Context: an optimization exercise on an open-source flow, tuned for small area, a short achievable clock period and few clock cycles per item. The choices shown serve that exercise and are no tape-out recipe.
The RTL was checked by simulation tests, not by an equivalence proof against the original design.
No activity file was given, so power comes from the tool's default toggle rates.

// flash_log_item_directory
module flash_log_item_directory #(
    parameter int ENTRY_COUNT = 35
) (
    input  logic        i_clk,
    input  logic        i_rst_n,
    input  logic        i_s_axis_tvalid,
    output logic        o_s_axis_tready,
    input  logic [63:0] i_s_axis_tdata,   
    input  logic [1:0]  i_s_axis_tuser,   
    output logic        o_m_axis_tvalid,
    input  logic        i_m_axis_tready,
    output logic [47:0] o_m_axis_tdata,   
    output logic [1:0]  o_m_axis_tuser    
);
Size in the first run: ~5700 cells after synthesis, about 2400 flip-flops, roughly 93000 sq um of cells after synthesis.
export LEC_CHECK = 0
export CAP_MARGIN = 20
export CORE_MARGIN = 2
export CORE_UTILIZATION = 40
export SETUP_SLACK_MARGIN = 4.5
export SLEW_MARGIN = 20
export TNS_END_PERCENT = 5
create_clock -name core_clock -period 8.0 [get_ports {i_clk}]
standard.sh (not shown) runs the stock make flow with config.mk's settings and CLKGATE_MAP_FILE= SYNTH_SCRIPT=/design/flow/synth_recipe.tcl, a recipe that flattens the netlist after the stock synthesis.
==> flow/flow/run.sh <==
#!/bin/bash
# The standard layout (standard synthesis, floorplan, placement, CTS, routing),
# with two changes to how it is made:
#  - the port buffers are sky130_fd_sc_hd__buf_4 rather than the delay cell
#    buffer_ports picks by default (every port still gets its own buffer);
#  - timing repair may resize a cell to one of another footprint.
set -euo pipefail
export BUFFER_PORTS_ARGS="-buffer_cell sky130_fd_sc_hd__buf_4"
bash standard.sh MATCH_CELL_FOOTPRINT=0 finish > standard.log 2>&1
Testbench counts at the start, summed over its fixed seeds: cycles 4,824, items 4,800.
Rerun with:
==> flow/run.sh (new file) <==
#!/bin/bash
# synth_recipe.tcl (not shown) runs the flow's synth.tcl, then flattens the netlist and writes it again
# the make line also repeats each setting of config.mk as NAME=value (left out here)
make -C /OpenROAD-flow-scripts/flow DESIGN_CONFIG=/design/flow/config.mk WORK_HOME=/design/flow/orfs CLKGATE_MAP_FILE= SYNTH_SCRIPT=/design/flow/synth_recipe.tcl finish
removed: flow/flow/run.sh
removed: flow/standard.sh
- routed wire length is about the same
- die area stays the same
- worst hold slack is better by 0.027 ns
- first-iteration DRC count increases by 2.4%
- total power increases by 0.78%
- count of clock-buffer cells in the layout decreases by 17
- non-clock buffer count decreases by 42
- setup slack is better by 0.068 ns
- via count decreases by 0.52%
- combinational power increases by about 4%


== v9 ==
Another version of the RTL of flash_log_item_directory (not shown whole).
Size: roughly 5800 cells after synthesis, ~2400 flip-flops, about 93000 µm² of cells after synthesis.
make LEC_CHECK=0 CAP_MARGIN=20 CORE_MARGIN=2 CORE_UTILIZATION=40 SETUP_SLACK_MARGIN=5 SLEW_MARGIN=20 TNS_END_PERCENT=30 finish   # period 8.0 ns
run.sh (not shown) runs the stock make flow with config.mk's settings and CLKGATE_MAP_FILE= SYNTH_SCRIPT=/design/flow/synth_recipe.tcl, a recipe that flattens the netlist after the stock synthesis.
Stock flow here: none of the scripts above is used.
v9 ended with every stage complete and zero timing, DRC or antenna violations.
Testbench counts of v9, summed over its fixed seeds: cycles 4,824, items 4,800.
The inputs of v48 differ from those of v9 as listed below.
- a change of TNS_END_PERCENT from 30 to 100
- a change of SETUP_SLACK_MARGIN from 5 to 4.5
Notes after the runs:
- Going from v9 to v48, portion of the clock cycle consumed by the worst path in the final layout grows by 0.78 points.
- v48 vs. v9: peak clock frequency supported by timing fell 5.1 MHz; die footprint about even; fraction of area in multi-input gates fell 0.81 points.
- [compare] base=v9 new=v48: via count dropped 3094, worst setup slack dropped 0.063 ns, detail-routed net length per standard cell dropped 3.9%, worst setup slack after placement dropped 0.029 ns, buffers inserted during post-CTS setup optimization dropped 164.
- Number of distinct standard cells referenced by the synthesized netlist: v9 vs v48 identical
The inputs of v24 differ from those of v48 as listed below.
- SETUP_SLACK_MARGIN: 4.5 -> 5
Notes after the runs:
Between v48 and v24, the global-route wire length before repair is lower for v48.
v24: PASS, flow complete, no timing, DRC or antenna violations
v48 completed end to end with timing, DRC and antenna clean.
v24: wire length after detailed routing is 9.4% higher than what v48 reported.
Cmp v24 vs v48: area of all placed cells without fillers higher in v24
In v24 relative to v48, total power had gone up slightly.
v48 -> v24: number of top-level design ports flat
Between v48 and v24, the post-placement cell area figures differ only marginally.
The lower number of filler instances in the final layout of v48 and v24 is in v24.
Data arrival time at the worst-slack endpoint: v24 higher than v48
The register cell area after layout on v48 is in line with that on v24.
[v24 vs v48] setup slack: higher in v24
Changes in v4 relative to v24:
- SETUP_SLACK_MARGIN now 4.5, was 5
- TNS_END_PERCENT now 5, was 100
==> run summary <==
Post-DP HPWL: v4 and v24 compared, higher one is v4. Relative to v24, clock tree buffer count of the final layout decreased by 0.62% in v4. v4: full flow OK, the timing, DRC and antenna checks passed. v4 vs v24: non-clock buffer count down by more than a quarter. Measured against each other, v4 and v24 differ in worst slack on hold paths, the lower figure coming from v4. Of v4 and v24, v4 shows the lower required time reported for the critical path endpoint, with v24 above it. The combinational power share of v4 is lower than that of v24.

[afterwards: timing with drivers on the ports]
No port has a modelled driver above. Below, the same layouts with a new extraction and two added sets of constraints. Step 1, drivers: a clkbuf_16 drives i_clk and a buf_2 each remaining input, both assumed. Step 2 also shifts input and output timing later by t, the mid clock arrival at the registers, as if the neighbouring blocks saw the same clock. Three values: ideal ports, drivers, drivers and shift; two values: the first two.
run	shift t [ns]	slack for setup (ns)	clock arrival spread, ns
the first run of note 1	0.977	4.173 / 4.173 / 4.173	0.063 / 0.063
the second run of note 1	0.986	4.240 / 4.240 / 4.223	0.067 / 0.068
v9	0.989	4.510 / 4.418 / 4.376	0.080 / 0.079
v48	0.964	4.447 / 4.447 / 4.309	0.064 / 0.064
v24	0.999	4.535 / 4.535 / 4.250	0.077 / 0.076
v4	0.966	4.242 / 4.206 / 4.242	0.049 / 0.049
After both steps every run listed still meets setup and hold. The setup slack of v24, which loses most, moves by 0.000 ns with the drivers and by -0.285 ns with both steps.
